What follows belongs to an exercise in optimizing a design on an open flow for small area; a production flow would make more cautious choices. The RTL was checked by simulation tests, not by an equivalence proof against the original design. Power is estimated from default activity; no workload was simulated.

## decodeStage
module decodeStage (
    input  logic        CLK,
    input  logic        RESET,
    input  logic [31:0] fetchPc,
    input  logic [31:0] fetchInstr,
    input  logic        fetchValid,
    output logic        fetchReady,
    input  logic [4:0]  wbDest,
    input  logic [31:0] wbData,
    input  logic        wbValid,
    input  logic [4:0]  exeBypDest,
    input  logic [31:0] exeBypData,
    input  logic        exeBypValid,
    input  logic [4:0]  memBypDest,
    input  logic [31:0] memBypData,
    input  logic        memBypValid,
    output logic [31:0] exeInstr,
    output logic [31:0] exePc,
    output logic [31:0] exeOpA,
    output logic [31:0] exeOpB,
    output logic [4:0]  exeRegA,
    output logic [4:0]  exeRegB,
    output logic [4:0]  exeDestReg,
    output logic [31:0] exeMemWriteData,
    output logic        exeRegWrite,
    output logic [3:0]  exeAluOp,
    output logic        exeMemRead,
    output logic        exeMemWrite,
    output logic [4:0]  exeShamt,
    output logic        exeSys,
    output logic        exeValid,
    input  logic        exeReady,
    output logic [31:0] altPc,
    output logic        altPcValid,
    output logic        wantFreeze
);
    logic [63:0] qEntry [0:7];
    logic [3:0]  rdPtr;
    logic [3:0]  wrPtr;
    logic [7:0]  rdSel;
    logic [63:0] head;
    logic        headValid;
    logic        doEnq;
    logic        accept;
    assign fetchReady = (wrPtr != {~rdPtr[3], rdPtr[2:0]});
    assign headValid  = (wrPtr != rdPtr);
    assign doEnq      = fetchValid && fetchReady;
  ...
export LEC_CHECK = 0
export CAP_MARGIN = 20
export CORE_MARGIN = 2
export CORE_UTILIZATION = 55
export PLACE_DENSITY = 0.65
export SLEW_MARGIN = 20
export SYNTH_HIERARCHICAL = 1
export SYNTH_MINIMUM_KEEP_SIZE = 0
create_clock -name core_clock -period 10.0 [get_ports {CLK}]
standard.sh (not shown) runs the stock make flow with config.mk's settings and CLKGATE_MAP_FILE= SYNTH_SCRIPT=/design/flow/synth_recipe.tcl, a recipe that flattens the netlist after the stock synthesis.
==> flow/flow/run.sh <==
#!/bin/bash
# The standard layout, with these changes: the port buffers use the smallest
# buffer cell; clock tree synthesis adds no dummy loads and builds its leaves
# from clkbuf_8 cells driving up to 15 flip-flops within 50 um.
set -euo pipefail
export BUFFER_PORTS_ARGS="-buffer_cell sky130_fd_sc_hd__buf_1"
export CTS_ARGS="-sink_clustering_enable -repair_clock_nets -dont_use_dummy_load -buf_list sky130_fd_sc_hd__clkbuf_8 -sink_clustering_size 15 -sink_clustering_max_diameter 50"
bash standard.sh > standard.log 2>&1
Edit:
--- a/flow/flow/run.sh
+++ b/flow/flow/run.sh
@@ -4 +4,3 @@
-# from clkbuf_8 cells driving up to 15 flip-flops within 50 um.
+# from clkbuf_8 cells driving up to 15 flip-flops within 50 um; after global
+# routing, gates off the critical paths are downsized (ORFS's power recovery
+# on all paths with slack).
@@ -7,0 +10 @@
+export RECOVER_POWER=100
The changed run completed, yet does not pass: capacitance limit, slew limit.
Clock skew went down by 0.0092 ns.
Worst hold slack barely changes.
Final area went down by 0.62%.
Power hardly moves.
Sequential share of layout area is higher by 0.42 points.
Worst setup slack gets worse by 0.80 ns.
Routed wire length hardly moves.
Die area stays the same.
Clock-buffer cell count stays the same.
Area after synthesis is unchanged.
Sequential power rose by about 0.6%.

---

Setup of v11:
decodeStage again, from the RTL that the note above started with.
==> flow/config.mk <==
export PLATFORM = sky130hd
export DESIGN_NAME = decodeStage
export DESIGN_NICKNAME = decodeStage
export VERILOG_FILES = /design/flow/design.v
export SDC_FILE = /design/flow/constraint.sdc
export NUM_CORES = 4
export LEC_CHECK = 0
export CAP_MARGIN = 20
export CORE_MARGIN = 2
export CORE_UTILIZATION = 55
export PLACE_DENSITY = 0.65
export SLEW_MARGIN = 20
export SYNTH_HIERARCHICAL = 1
export SYNTH_MINIMUM_KEEP_SIZE = 0
==> flow/constraint.sdc <==
create_clock -name core_clock -period 10.0 [get_ports {CLK}]
set_input_delay 2.0000 -clock core_clock [delete_from_list [all_inputs] [get_ports {CLK}]]
set_output_delay 2.0000 -clock core_clock [all_outputs]
set_load 0.01 [all_outputs]
==> flow/flow/run.sh <==
#!/bin/bash
# The standard layout, with two changes: the port buffers use the smallest
# buffer cell, and clock tree synthesis adds no dummy loads.
set -euo pipefail
export BUFFER_PORTS_ARGS="-buffer_cell sky130_fd_sc_hd__buf_1"
export CTS_ARGS="-sink_clustering_enable -repair_clock_nets -dont_use_dummy_load"
bash standard.sh > standard.log 2>&1
## Diff of input files: v53 against v11
==> flow/flow/run.sh <==
#!/bin/bash
# The standard layout, with these changes: the port buffers use the smallest
# buffer cell; clock tree synthesis adds no dummy loads and builds its leaves
# from clkbuf_8 cells driving up to 15 flip-flops within 50 um.
set -euo pipefail
export BUFFER_PORTS_ARGS="-buffer_cell sky130_fd_sc_hd__buf_1"
export CTS_ARGS="-sink_clustering_enable -repair_clock_nets -dont_use_dummy_load -buf_list sky130_fd_sc_hd__clkbuf_8 -sink_clustering_size 15 -sink_clustering_max_diameter 50"
bash standard.sh > standard.log 2>&1
-- flow/config.mk --
<<< v11, line 11
export PLACE_DENSITY = 0.65
>>> v53, line 11
export PLACE_DENSITY = 0.85
==> notes.md <==
In summary, v53 completed successfully, with a layout that passed the timing, design-rule and antenna checks.
Where pre-CTS worst setup slack is concerned, v11 is better than v53.
Where design area is concerned, v11 is outperformed by v53.
v11 → v53: power consumption went down 7.4%; final standard cell count with taps included and fillers excluded neither gained nor lost much; maximum frequency fell by 4.6%.
## Diff of input files: v14 against v53
==> flow/run.sh (new file) <==
#!/bin/bash
# synth_recipe.tcl (not shown) runs the flow's synth.tcl, then flattens the netlist and writes it again
# the make line also repeats each setting of config.mk as NAME=value (left out here)
make -C /OpenROAD-flow-scripts/flow DESIGN_CONFIG=/design/flow/config.mk WORK_HOME=/design/flow/orfs CLKGATE_MAP_FILE= SYNTH_SCRIPT=/design/flow/synth_recipe.tcl finish
-- flow/config.mk --
<<< v53, line 11
export PLACE_DENSITY = 0.85
>>> v14, line 11
export PLACE_DENSITY = 0.65
removed: flow/flow/run.sh
removed: flow/standard.sh
Notes after the runs:
- Post-placement setup slack deteriorates in v14 relative to v53.
- A capture point of the worst path of exeOpB[22] is what v14 shows, while exeOpB[21] belongs to v53.
- Multi-input combinational area share in v14 vs v53: down 1.7 points
- Lower power share of the clock group among v14 and v53: v53
- | combined area of the multi-input logic cells | v53 vs v14 | ≈ equal |
- Of v14 and v53, v14 shows the lower first-iteration DRC count, with v53 above it.

separate check: timing with driven ports:
In the flow no input, the clock included, has a driving cell. The finished layouts below were timed again as built, in two steps. Step 1 assumes that a clkbuf_16 drives the clock port and a buf_2 every other input. Step 2 also shifts input and output timing later by t, the mid clock arrival at the registers, as if the neighbouring blocks saw the same clock. Three values: no drivers, after step 1, after step 2; two values: the first two.
run | shift t [ns] | setup WS [ns] | worst setup path after step 2 | slew at the worst register clock pin (ns)
the first run of note 1 | 0.943 | 1.255 / 1.182 / 2.124 | register to output | 0.10 / 0.10
the second run of note 1 | 0.951 | 0.452 / 0.452 / 0.452 | register to register | 0.10 / 0.10
v11 | 0.851 | 1.311 / 1.228 / 2.079 | register to output | 0.06 / 0.06
v53 | 0.958 | 0.889 / 0.813 / 1.771 | register to output | 0.10 / 0.10
v14 | 0.876 | 0.971 / 0.890 / 1.766 | register to output | 0.07 / 0.07
